This design comes from an exercise in tuning for small area on the open sky130 flow, not from production work.
In this exercise RTL edits were held to simulation tests only and were not proved equivalent to the original.
Power and IR drop assume default switching activity.

`run.sh`:
```
#!/bin/bash
# synth_recipe.tcl (not shown) runs the flow's synth.tcl, then flattens the netlist and writes it again
# the make line also repeats each setting of config.mk as NAME=value (left out here)
make -C /OpenROAD-flow-scripts/flow DESIGN_CONFIG=/design/flow/config.mk WORK_HOME=/design/flow/orfs CLKGATE_MAP_FILE= SYNTH_SCRIPT=/design/flow/synth_recipe.tcl finish
```
`config.mk`:
```
export PLATFORM = sky130hd
export DESIGN_NAME = c3po_packer
export DESIGN_NICKNAME = c3po_packer
export VERILOG_FILES = /design/flow/design.v
export SDC_FILE = /design/flow/constraint.sdc
export NUM_CORES = 4
export LEC_CHECK = 0
export CAP_MARGIN = 20
export CORE_AREA = 10 10 490 490
export DIE_AREA = 0 0 500 500
export SLEW_MARGIN = 20
```
`constraint.sdc`:
```
create_clock -name core_clock -period 5.0 [get_ports {i_clk}]
set_input_delay 1.0000 -clock core_clock [delete_from_list [all_inputs] [get_ports {i_clk}]]
set_output_delay 1.0000 -clock core_clock [all_outputs]
set_load 0.01 [all_outputs]
```
`design.v`:
```
module c3po_packer #(
    parameter int unsigned IN_BYTES_P = 32,
    parameter int unsigned BEATS_P    = 5
) (
    input  logic                            i_clk,
    input  logic                            i_reset,
    input  logic                            i_in_val,
    input  logic                            i_in_sop,
    input  logic                            i_in_eop,
    input  logic [7:0]                      i_in_vbc,
    input  logic [IN_BYTES_P*8-1:0]         i_in_data,
    output logic                            o_in_ready,
    output logic                            o_out_val,
    output logic                            o_out_sop,
    output logic                            o_out_eop,
    output logic [7:0]                      o_out_vbc,
    output logic [IN_BYTES_P*BEATS_P*8-1:0] o_out_data,
    input  logic                            i_out_ready,
    output logic                            o_idle,
    output logic                            o_err
);
    localparam int unsigned InW  = IN_BYTES_P * 8;
    localparam int unsigned OutW = IN_BYTES_P * BEATS_P * 8;
    localparam int unsigned CntW = (BEATS_P > 1) ? $clog2(BEATS_P) : 1;
    typedef enum logic [0:0] {StIdle, StAcc} state_e;
    state_e              r_state, w_state_nxt;
    logic [CntW-1:0]     r_cnt, w_cnt_nxt;
    logic                r_first, w_first_nxt;
    logic [OutW-1:0]     r_acc, w_acc_nxt;
    logic                r_out_val, r_out_sop, r_out_eop, r_err;
    logic [7:0]          r_out_vbc;
    logic [OutW-1:0]     r_out_data;
    logic                w_take, w_vbc_legal, w_vbc_err, w_load, w_err_nxt, w_word_sop;
    logic [7:0]          w_vbc_eff, w_word_vbc;
    logic [CntW-1:0]     w_slot;
    logic [InW-1:0]      w_beat;
    assign o_in_ready  = !r_out_val || i_out_ready;
    assign w_take      = i_in_val && o_in_ready;
    assign w_vbc_legal = (i_in_vbc != 8'd0) && (i_in_vbc <= 8'(IN_BYTES_P));
    assign w_vbc_eff   = (i_in_eop && w_vbc_legal) ? i_in_vbc : 8'(IN_BYTES_P);
    assign w_vbc_err   = !w_vbc_legal || (!i_in_eop && (i_in_vbc != 8'(IN_BYTES_P)));
    assign w_word_vbc  = 8'(IN_BYTES_P * 32'(w_slot)) + w_vbc_eff;
    always_comb begin
        w_beat = '0;
        for (int j = 0; j < IN_BYTES_P; j++) begin
            if (8'(j) < w_vbc_eff) begin
                w_beat[8*j +: 8] = i_in_data[8*j +: 8];
            end
        end
    end
    always_comb begin
        w_state_nxt = r_state;
        w_cnt_nxt   = r_cnt;
        w_first_nxt = r_first;
        w_acc_nxt   = r_acc;
        w_load      = 1'b0;
        w_err_nxt   = 1'b0;
        w_word_sop  = r_first;
        w_slot      = r_cnt;
        if (w_take) begin
            w_err_nxt = w_vbc_err;
            if (r_state == StIdle && !i_in_sop) begin
                w_err_nxt = 1'b1;
            end else begin
                if (i_in_sop) begin
                    w_slot     = '0;
                    w_word_sop = 1'b1;
                    if (r_state == StAcc) begin
                        w_err_nxt = 1'b1;
                    end
                end
                if (w_slot == '0) begin
                    w_acc_nxt = '0;
                end
                for (int s = 0; s < BEATS_P; s++) begin
                    if (CntW'(s) == w_slot) begin
                        w_acc_nxt[s*InW +: InW] = w_beat;
                    end
                end
                if (i_in_eop || w_slot == CntW'(BEATS_P - 1)) begin
                    w_load      = 1'b1;
                    w_cnt_nxt   = '0;
                    w_first_nxt = 1'b0;
                    w_state_nxt = i_in_eop ? StIdle : StAcc;
                end else begin
                    w_cnt_nxt   = w_slot + CntW'(1);
                    w_first_nxt = w_word_sop;
                    w_state_nxt = StAcc;
                end
            end
        end
    end
    always_ff @(posedge i_clk) begin
        if (i_reset) begin
            r_state    <= StIdle;
            r_cnt      <= '0;
            r_first    <= 1'b0;
            r_acc      <= '0;
            r_err      <= 1'b0;
            r_out_val  <= 1'b0;
            r_out_sop  <= 1'b0;
            r_out_eop  <= 1'b0;
            r_out_vbc  <= '0;
            r_out_data <= '0;
        end else begin
            r_state <= w_state_nxt;
            r_cnt   <= w_cnt_nxt;
            r_first <= w_first_nxt;
            r_acc   <= w_acc_nxt;
            r_err   <= w_err_nxt;
            if (w_load) begin
                r_out_val  <= 1'b1;
                r_out_sop  <= w_word_sop;
                r_out_eop  <= i_in_eop;
                r_out_vbc  <= w_word_vbc;
                r_out_data <= w_acc_nxt;
            end else if (i_out_ready) begin
                r_out_val <= 1'b0;
            end
        end
    end
    assign o_out_val  = r_out_val;
    assign o_out_sop  = r_out_sop;
    assign o_out_eop  = r_out_eop;
    assign o_out_vbc  = r_out_vbc;
    assign o_out_data = r_out_data;
    assign o_err      = r_err;
    assign o_idle     = (r_state == StIdle) && !r_out_val;
endmodule
```
==> notes.md <==
## tightest hold or removal path: stages (launching register included)
cell,delay [ns]
dfxtp_1,0.31
nand2_1,0.05
nand2_1,0.04
## Yosys cell counts, drive strengths merged, types with 179 or more instances
| master | instances | area share, % |
|---|---|---|
| dfxtp | 2577 | 56 |
| nor2 | 1621 | 6.7 |
| clkbuf | 860 | 3.5 |
| nand2 | 635 | 2.6 |
| a22oi | 574 | 4.7 |
| a21oi | 478 | 2.6 |
| a211oi | 449 | 3.7 |
| nor3 | 322 | 1.8 |
| a221oi | 301 | 2.9 |
| nand3 | 283 | 1.5 |
| o21ai | 270 | 1.5 |
| a22o | 238 | 2.3 |
| o22a | 179 | 1.7 |
## flip-flops by register name, summed over array words and instances, names as in the netlist
name / count
r_acc: 1280
r_out_vbc: 8
r_cnt: 3
r_out_data: 1280
r_out_sop: 1
r_state: 1
r_first: 1
r_err: 1
r_out_val: 1
r_out_eop: 1
## metal layers
layer,wire (um),GRT usage (%)
met4,31800,21.4
met3,45300,10.2
met1,177000,42.0
met5,46,0
met2,207000,54.4
## worst paths after layout
check                                        to  startpoint  slack, ns
worst max-delay path            r_out_data[556]    i_in_sop       0.81
worst min-delay path            r_out_data[804]  r_acc[804]       0.43
worst max register to register  r_out_data[606]     r_state       1.50
worst min register to register  r_out_data[804]  r_acc[804]       0.43
## area by class of cell
cell class                 instances  area [sq um]  area share [%]
inverter                          43           164           0.137
timing repair buffer            1818         18400            15.4
multi-input combinational       6170         36100            30.3
sequential                      2577         51600            43.2
tap                             3026          3790            3.17
antenna                           21          52.6          0.0441
clock buffer                     421          8430            7.07
clock inverter                    71           719           0.603
## power groups by stage
| stage | Sequential (mW) | Clock, mW | Combinational [mW] |
|---|---|---|---|
| finish | 21.6 | 20.9 | 4.66 |
| global route | 21.6 | 21.9 | 4.89 |
| CTS | 21.6 | 21.1 | 4.62 |
| detailed placement | 22.0 | 0 | 4.60 |
| global placement | 22.0 | 0 | 4.55 |
| floorplan | 22.1 | 0 | 1.84 |
## stage by stage
step	setup WS [ns]	setup TNS [ns]
2_1_floorplan	1.81	0
3_3_place_gp	-0.203	-26.52
3_5_place_dp	-0.0588	-0.152
4_1_cts	0.957	0
5_1_grt	0.732	0
6_report	0.812	0
## placed cells by master (no fill, tap or decap), drive strengths merged, types with 46 or more instances in the layout
cell type / synthesis / routed
a221oi: 301 / 301
o2bb2ai: 57 / 57
nor2: 1621 / 1621
nor3: 322 / 322
a211oi: 449 / 449
clkdlybuf4s50: 0 / 1557
buf: 165 / 261
a32oi: 138 / 138
a22oi: 574 / 574
and2: 61 / 61
nand2: 635 / 635
a22o: 238 / 238
clkbuf: 860 / 421
nand3: 283 / 283
clkinv: 2 / 48
a31oi: 54 / 54
a311oi: 46 / 46
and3: 151 / 151
a21o: 72 / 72
inv: 41 / 51
a21oi: 478 / 478
o22a: 179 / 179
dfxtp: 2577 / 2577
o21ai: 270 / 270
## logic make-up after synthesis
group | after synthesis | synth area share, %
muxes | 9 | 0.0985
and+or+nand+nor | 3160 | 14.7
other | 1 | 0.00410
DFF | 2577 | 56.4
buffers and inverters | 1068 | 4.53
xor gates and xnor gates | 4 | 0.0383
AOI/OAI and AO/OA | 2989 | 24.1
adders and majority gates | 7 | 0.104
==> notes.md <==
* Status: complete, no violations
* Die Y-Extent at around 500 um
* Critical-path cell with the highest stage delay: nor2_4
* Slew Viols, Final at 0
* Measured slew at the worst slew-check pin at 1.24 ns
* Clk sink count at 2577
* Syn Inst Count at around 9.8k
* Share of post-route cells with drive strength above 1 at 7.01%
* Stages on worst setup path at 12
* DP HPWL at around 330000 um
* Int Pwr at around 35 mW
* Register area share after synthesis at a little under three fifths
* Hold path depth at 2
* Crit path max fanout at 25
* Clock power frac at between 40% and 50%
* Htree depth at 5
* Site Rows at approximately 180
* Avg Cell Area, Syn at approximately 9.3 sq um
* IO buf count at roughly 1.6k
* Worst min path class: reg2reg
* Async S/R FF share, synth at 0%
* Post-CTS Setup Bufs at 0
* Core area at approximately 0.23 sq mm
* Post-route clock period utilization at between 80% and 90%
* Initial core utilization at 39.8%
* Antenna violations before repair at 35
* Final Util at 51.9%
* Setup Viol. Count Final at 0
* Residual DRC at 0
* Synth Net Count at roughly 10k
* Design area at roughly 0.12 sq mm
* Sequential share of power at a little under half
* Comb pwr share at around 9.9%
* Worst skew pair latency at between 0.9 and 1 ns
* Die X-Extent at around 500 um
* CTS max path bufs at 4
* DR pass1 iterations at 8
* Post-Route WL at approximately 460000 um
* DP Area at ~0.11 sq mm
* Pwr dens at between 300 and 400 mW/mm^2
* #FFs+latches synth at between 2k and 3k
* Top cell by count, worst path: buf_4
* Via count at between 80k and 90k
* Cell Count Post-Placement at around 14k
* CTS tree: built
* Fmax at 0.239 GHz
* Leak Pwr at roughly 45 nW
* EDFF count, synth at 0
* GR Util All Layers at between 30% and 40%
* Clock slew seen by the registers of the worst setup and hold paths at 0.06 ns
* Slowest stage delay, CP at 0.65 ns
* VDD IR max at between 200 and 300 uV
* Overflow after GRT at 0
* Drt initial violations at ~10k
* Max Cap Viol at 0
* Post-DR wirelength/cell at between 30 and 40 um
* Fillers at around 21k
* R2R cell count at 6
* Final setup skew at approximately 0.083 ns
* Total Power at between 40 and 50 mW
* Die area at between 0.2 and 0.3 sq mm
* RSZ-0062 raised after global routing: false
* Worst-path cell chain: clkdlybuf4s50_1 -> inv_1 -> nand2_1 -> ha_1 -> buf_4 -> inv_4 -> buf_4 -> a21oi_1 -> nor2_4 -> buf_4 -> a221oi_1 -> nor3_1
* CP Data Required Time at roughly 5.8 ns
* Top_reg_cell synth: dfxtp_1
* Crit path buffers/inverters at 6
* CP endpoint kind: flop
* Syn. warnings at 1
* Vias in the first global route at between 80k and 90k
* Root Driver: clkbuf_16
* Fin crit period at roughly 4.2 ns
* Final hold vios at 0
* Post-cts sizing count at 0
* Switching power at ~12 mW
* Vias per cell at around 6.1
* Startpoint type of the worst setup path: primary input
* Routed Antenna Nets at 0
* Nets@finish at between 10k and 15k
* Slew headroom at around 17%
* I/O Pins at 1564
* First-pass GRT wire length at 636000 um
* Sw frac at 25.6%
* Largest net degree at the start of global routing at just over 200
* Synth unique cells at 86
* Critical path data arrival time at 5.01 ns
* Final Instance Count excl. Fillers at around 14k
* Clock buffer count from CTS at 291
* Critical path class: in2reg
* Delay-heaviest family, CP: buffers and inverters
* Gpl congestion at approximately 0.9
* Area delta synth->final at 30.4%
* CTS Hold Bufs at 0
* Worst hold margin at roughly 0.43 ns
* Post-Syn Area at between 0.09 and 0.1 sq mm

static timing again, ports no longer ideal:
Ports are ideal in the flow. The routed layout listed here was re-timed in OpenROAD. Step 1 assumes that a clkbuf_16 drives the clock port and a buf_2 every other input. Step 2 moves the port delays by t, midway between the first and last clock arrival at a register: inputs arrive t later, outputs are due t later. That takes back most of the time a late clock gives input paths. a / b / c = ideal ports / drivers / drivers and shift; a / b = the first two.
t, ns: 1.014
setup slack, ns: 0.812 / 0.861 / -0.152
hold slack, ns: 0.427 / 0.427 / 0.427
cell pins on the clock port's net: 1
Met with ideal ports but missed after step 2: setup timing in this run. The setup slack of this run moves by +0.049 ns with the drivers and by -0.964 ns with both steps.
